This design comes from an exercise in tuning for small area, a short achievable clock period and few clock cycles per item on the open sky130 flow, not from production work.

==> module gcd_multilane, before the edit <==
module gcd_multilane #(
    parameter int width_p = 32,
    parameter int els_p   = 4
) (
    input  logic                       clk_i,
    input  logic                       reset_i,
    input  logic [2*width_p-1:0]       data_i,
    input  logic                       v_i,
    output logic                       ready_o,
    output logic [width_p-1:0]         data_o,
    output logic                       v_o,
    input  logic                       yumi_i,
    output logic [$clog2(els_p+1)-1:0] count_o
);
    localparam int sh_w   = $clog2(width_p);
    localparam int max_sh = 7;
    function automatic logic [sh_w:0] ctz(input logic [width_p-1:0] x);
        logic [width_p-1:0]           v;
        logic [width_p-1:0][sh_w-1:0] c;
        for (int i = 0; i < width_p; i++) begin
            v[i] = x[i];
            c[i] = '0;
        end
        for (int l = 0; l < sh_w; l++) begin
            for (int i = 0; i < (width_p >> (l + 1)); i++) begin
                c[i] = v[2*i] ? c[2*i] : (c[2*i+1] | sh_w'(1 << l));
                v[i] = v[2*i] | v[2*i+1];
            end
        end
        ctz = {!v[0], c[0]};
    endfunction
    logic                busy_q;
    logic                fin_q;      
    logic [width_p-1:0]  a_q, b_q;
    logic [sh_w-1:0]     k_q;        
    logic                accept, retire, eq, found, k_zero, shift_a;
    assign eq      = (a_q == b_q);
    assign found   = eq && a_q[0];
    assign k_zero  = (k_q == '0);
    assign shift_a = !k_zero && fin_q;
    assign ready_o = !reset_i && !busy_q;
    assign v_o     = busy_q && k_zero && fin_q;
    assign data_o  = a_q;
    assign count_o = {{($clog2(els_p+1)-1){1'b0}}, busy_q};
    assign accept  = v_i && ready_o;
    assign retire  = yumi_i && v_o;
    logic [width_p-1:0]  g, p, gg, pp, g2, p2;
    logic [width_p-1:0]  diff, below, flip, a_step, b_step;
    logic [width_p+max_sh-1:0] ext;
    logic                neg, over, a_short;
    logic [width_p-1:0]  a_top;
    logic [sh_w-1:0]     k_new;
    logic                z_ab;
    assign {z_ab, k_new} = ctz(data_i[width_p-1:0] | data_i[2*width_p-1:width_p]);
    logic [max_sh:0]     x_lo;
    logic [2:0]          sh;
    always_comb begin
        g  = a_q & ~b_q;
        p  = ~(a_q ^ b_q);
        gg = g;
        pp = p;
        gg[0] = g[0] | p[0];      
        for (int l = 1; l < width_p; l = l * 2) begin
            g2 = gg;
            p2 = pp;
            for (int i = 0; i < width_p; i++) begin
                if ((i / l) % 2 == 1) begin
                    g2[i] = gg[i] | (pp[i] & gg[(i / l) * l - 1]);
                    p2[i] = pp[i] & pp[(i / l) * l - 1];
                end
            end
            gg = g2;
            pp = p2;
        end
        diff[0]  = ~p[0];
        below[0] = 1'b0;
        for (int i = 1; i < width_p; i++) begin
            diff[i]  = p[i] ^ gg[i-1];
            below[i] = ~pp[i-1];
        end
        neg  = ~gg[width_p-1];
        x_lo   = ~p[max_sh:0];
        sh     = 3'(ctz({{(width_p-max_sh-1){1'b0}}, x_lo}));
        over   = (x_lo == '0);
        for (int i = 0; i < width_p; i++) begin
            flip[i] = (i != 0) && (!over || (i + max_sh >= width_p) ||
                                   below[(i + max_sh) % width_p]);
        end
        ext    = {{max_sh{neg}}, diff} >> sh;
        b_step = ext[width_p-1:0] ^ ({width_p{neg}} & flip);
        a_top = a_q;
        for (int d = 1; d < width_p; d = d * 2) begin
            a_top = a_top | (a_top >> d);
        end
        a_short = |(b_q & ~a_top);
        if (!a_q[0])         a_step = b_q;
        else if (!b_q[0])    a_step = a_q;
        else if (a_short)    a_step = a_q;
        else                 a_step = b_q;
    end
    always_ff @(posedge clk_i) begin
        if (reset_i) begin
            busy_q <= 1'b0;
        end else if (accept) begin
            busy_q <= 1'b1;
        end else if (retire) begin
            busy_q <= 1'b0;
        end
    end
    always_ff @(posedge clk_i) begin
        if (accept) begin
            a_q     <= data_i[width_p-1:0];
            b_q     <= data_i[2*width_p-1:width_p];
            fin_q   <= z_ab;
            k_q     <= z_ab ? '0 : k_new;
        end else begin
            if (shift_a) begin
                a_q <= a_q << 1;
            end else if (!fin_q) begin
                a_q <= a_step;
            end
            b_q     <= b_step;
            fin_q   <= fin_q || found;
            if (shift_a) begin
                k_q <= k_q - 1'b1;
            end
        end
    end
endmodule
==> flow/config.mk <==
export PLATFORM = sky130hd
export DESIGN_NAME = gcd_multilane
export DESIGN_NICKNAME = gcd_multilane
export VERILOG_FILES = /design/flow/design.v
export SDC_FILE = /design/flow/constraint.sdc
export NUM_CORES = 4
export LEC_CHECK = 0
export CAP_MARGIN = 20
export CORE_MARGIN = 2
export CORE_UTILIZATION = 62
export CTS_BUF_LIST = sky130_fd_sc_hd__clkbuf_4 sky130_fd_sc_hd__clkbuf_8
export SETUP_SLACK_MARGIN = 4.0
export SLEW_MARGIN = 20
==> flow/constraint.sdc <==
create_clock -name core_clock -period 8.0 [get_ports {clk_i}]
set_input_delay 1.6000 -clock core_clock [delete_from_list [all_inputs] [get_ports {clk_i}]]
set_output_delay 1.6000 -clock core_clock [all_outputs]
set_load 0.01 [all_outputs]
standard.sh (not shown) runs the stock make flow with config.mk's settings and CLKGATE_MAP_FILE= SYNTH_SCRIPT=/design/flow/synth_recipe.tcl, a recipe that flattens the netlist after the stock synthesis.
==> flow/flow/run.sh <==
#!/bin/bash
# The standard layout, with each port buffered by sky130_fd_sc_hd__buf_1
# instead of the delay-buffer cell buffer_ports picks by default.
set -euo pipefail
export BUFFER_PORTS_ARGS="-buffer_cell sky130_fd_sc_hd__buf_1"
bash standard.sh finish > flow_make.log 2>&1
Then changed:
--- a/flow/design.v
+++ b/flow/design.v
@@ -33,9 +33,8 @@
     logic                fin_q;      
     logic [width_p-1:0]  a_q, b_q;
     logic [sh_w-1:0]     k_q;        
     logic                accept, retire, eq, found, k_zero, shift_a;
-    assign eq      = (a_q == b_q);
     assign found   = eq && a_q[0];
     assign k_zero  = (k_q == '0);
     assign shift_a = !k_zero && fin_q;
     assign ready_o = !reset_i && !busy_q;
@@ -46,10 +45,9 @@
     assign retire  = yumi_i && v_o;
     logic [width_p-1:0]  g, p, gg, pp, g2, p2;
     logic [width_p-1:0]  diff, below, flip, a_step, b_step;
     logic [width_p+max_sh-1:0] ext;
-    logic                neg, over, a_short;
-    logic [width_p-1:0]  a_top;
+    logic                neg, over;
     logic [sh_w-1:0]     k_new;
     logic                z_ab;
     assign {z_ab, k_new} = ctz(data_i[width_p-1:0] | data_i[2*width_p-1:width_p]);
     logic [max_sh:0]     x_lo;
@@ -78,8 +76,9 @@
             diff[i]  = p[i] ^ gg[i-1];
             below[i] = ~pp[i-1];
         end
         neg  = ~gg[width_p-1];
+        eq   = pp[width_p-1];
         x_lo   = ~p[max_sh:0];
         sh     = 3'(ctz({{(width_p-max_sh-1){1'b0}}, x_lo}));
         over   = (x_lo == '0);
         for (int i = 0; i < width_p; i++) begin
@@ -87,16 +86,11 @@
                                    below[(i + max_sh) % width_p]);
         end
         ext    = {{max_sh{neg}}, diff} >> sh;
         b_step = ext[width_p-1:0] ^ ({width_p{neg}} & flip);
-        a_top = a_q;
-        for (int d = 1; d < width_p; d = d * 2) begin
-            a_top = a_top | (a_top >> d);
-        end
-        a_short = |(b_q & ~a_top);
         if (!a_q[0])         a_step = b_q;
         else if (!b_q[0])    a_step = a_q;
-        else if (a_short)    a_step = a_q;
+        else if (neg)        a_step = a_q;
         else                 a_step = b_q;
     end
     always_ff @(posedge clk_i) begin
         if (reset_i) begin
Effect: The new run completed without violations. Synthesized area shrinks by a few percent. Cell area fell by a few percent. Utilization climbs by 0.71 points. Final cell count shrinks by a few percent. Setup slack gets worse by 0.11 ns. Die area falls by a few percent. Critical path depth is lower by 4.
No run of this note included a check of the RTL's function; only the layout flow was run.

static timing again, ports no longer ideal:
Ports are ideal in the flow. The routed layouts listed here were re-timed in OpenROAD.
Step 1, drivers: a clkbuf_16 drives clk_i and a buf_2 each remaining input, both assumed.
Step 2, shift: input delay + t, output delay - t, t = (earliest + latest rising clock arrival at the registers) / 2. This alone moves slack from input paths to output paths.
a / b / c = ideal / step 1 / step 2; a / b = the first two.
run	t (ns)	setup WS [ns]	latest minus earliest clock arrival (ns)	slew at the worst register clock pin (ns)
the first run	0.373	4.131 / 4.131 / 4.131	0.015 / 0.015	0.09 / 0.09
the second run	0.414	4.017 / 4.031 / 3.616	0.015 / 0.015	0.09 / 0.09
After both steps setup and hold are still met in every run listed. The setup slack of the second run, which loses most, moves by +0.014 ns with the drivers and by -0.401 ns with both steps.
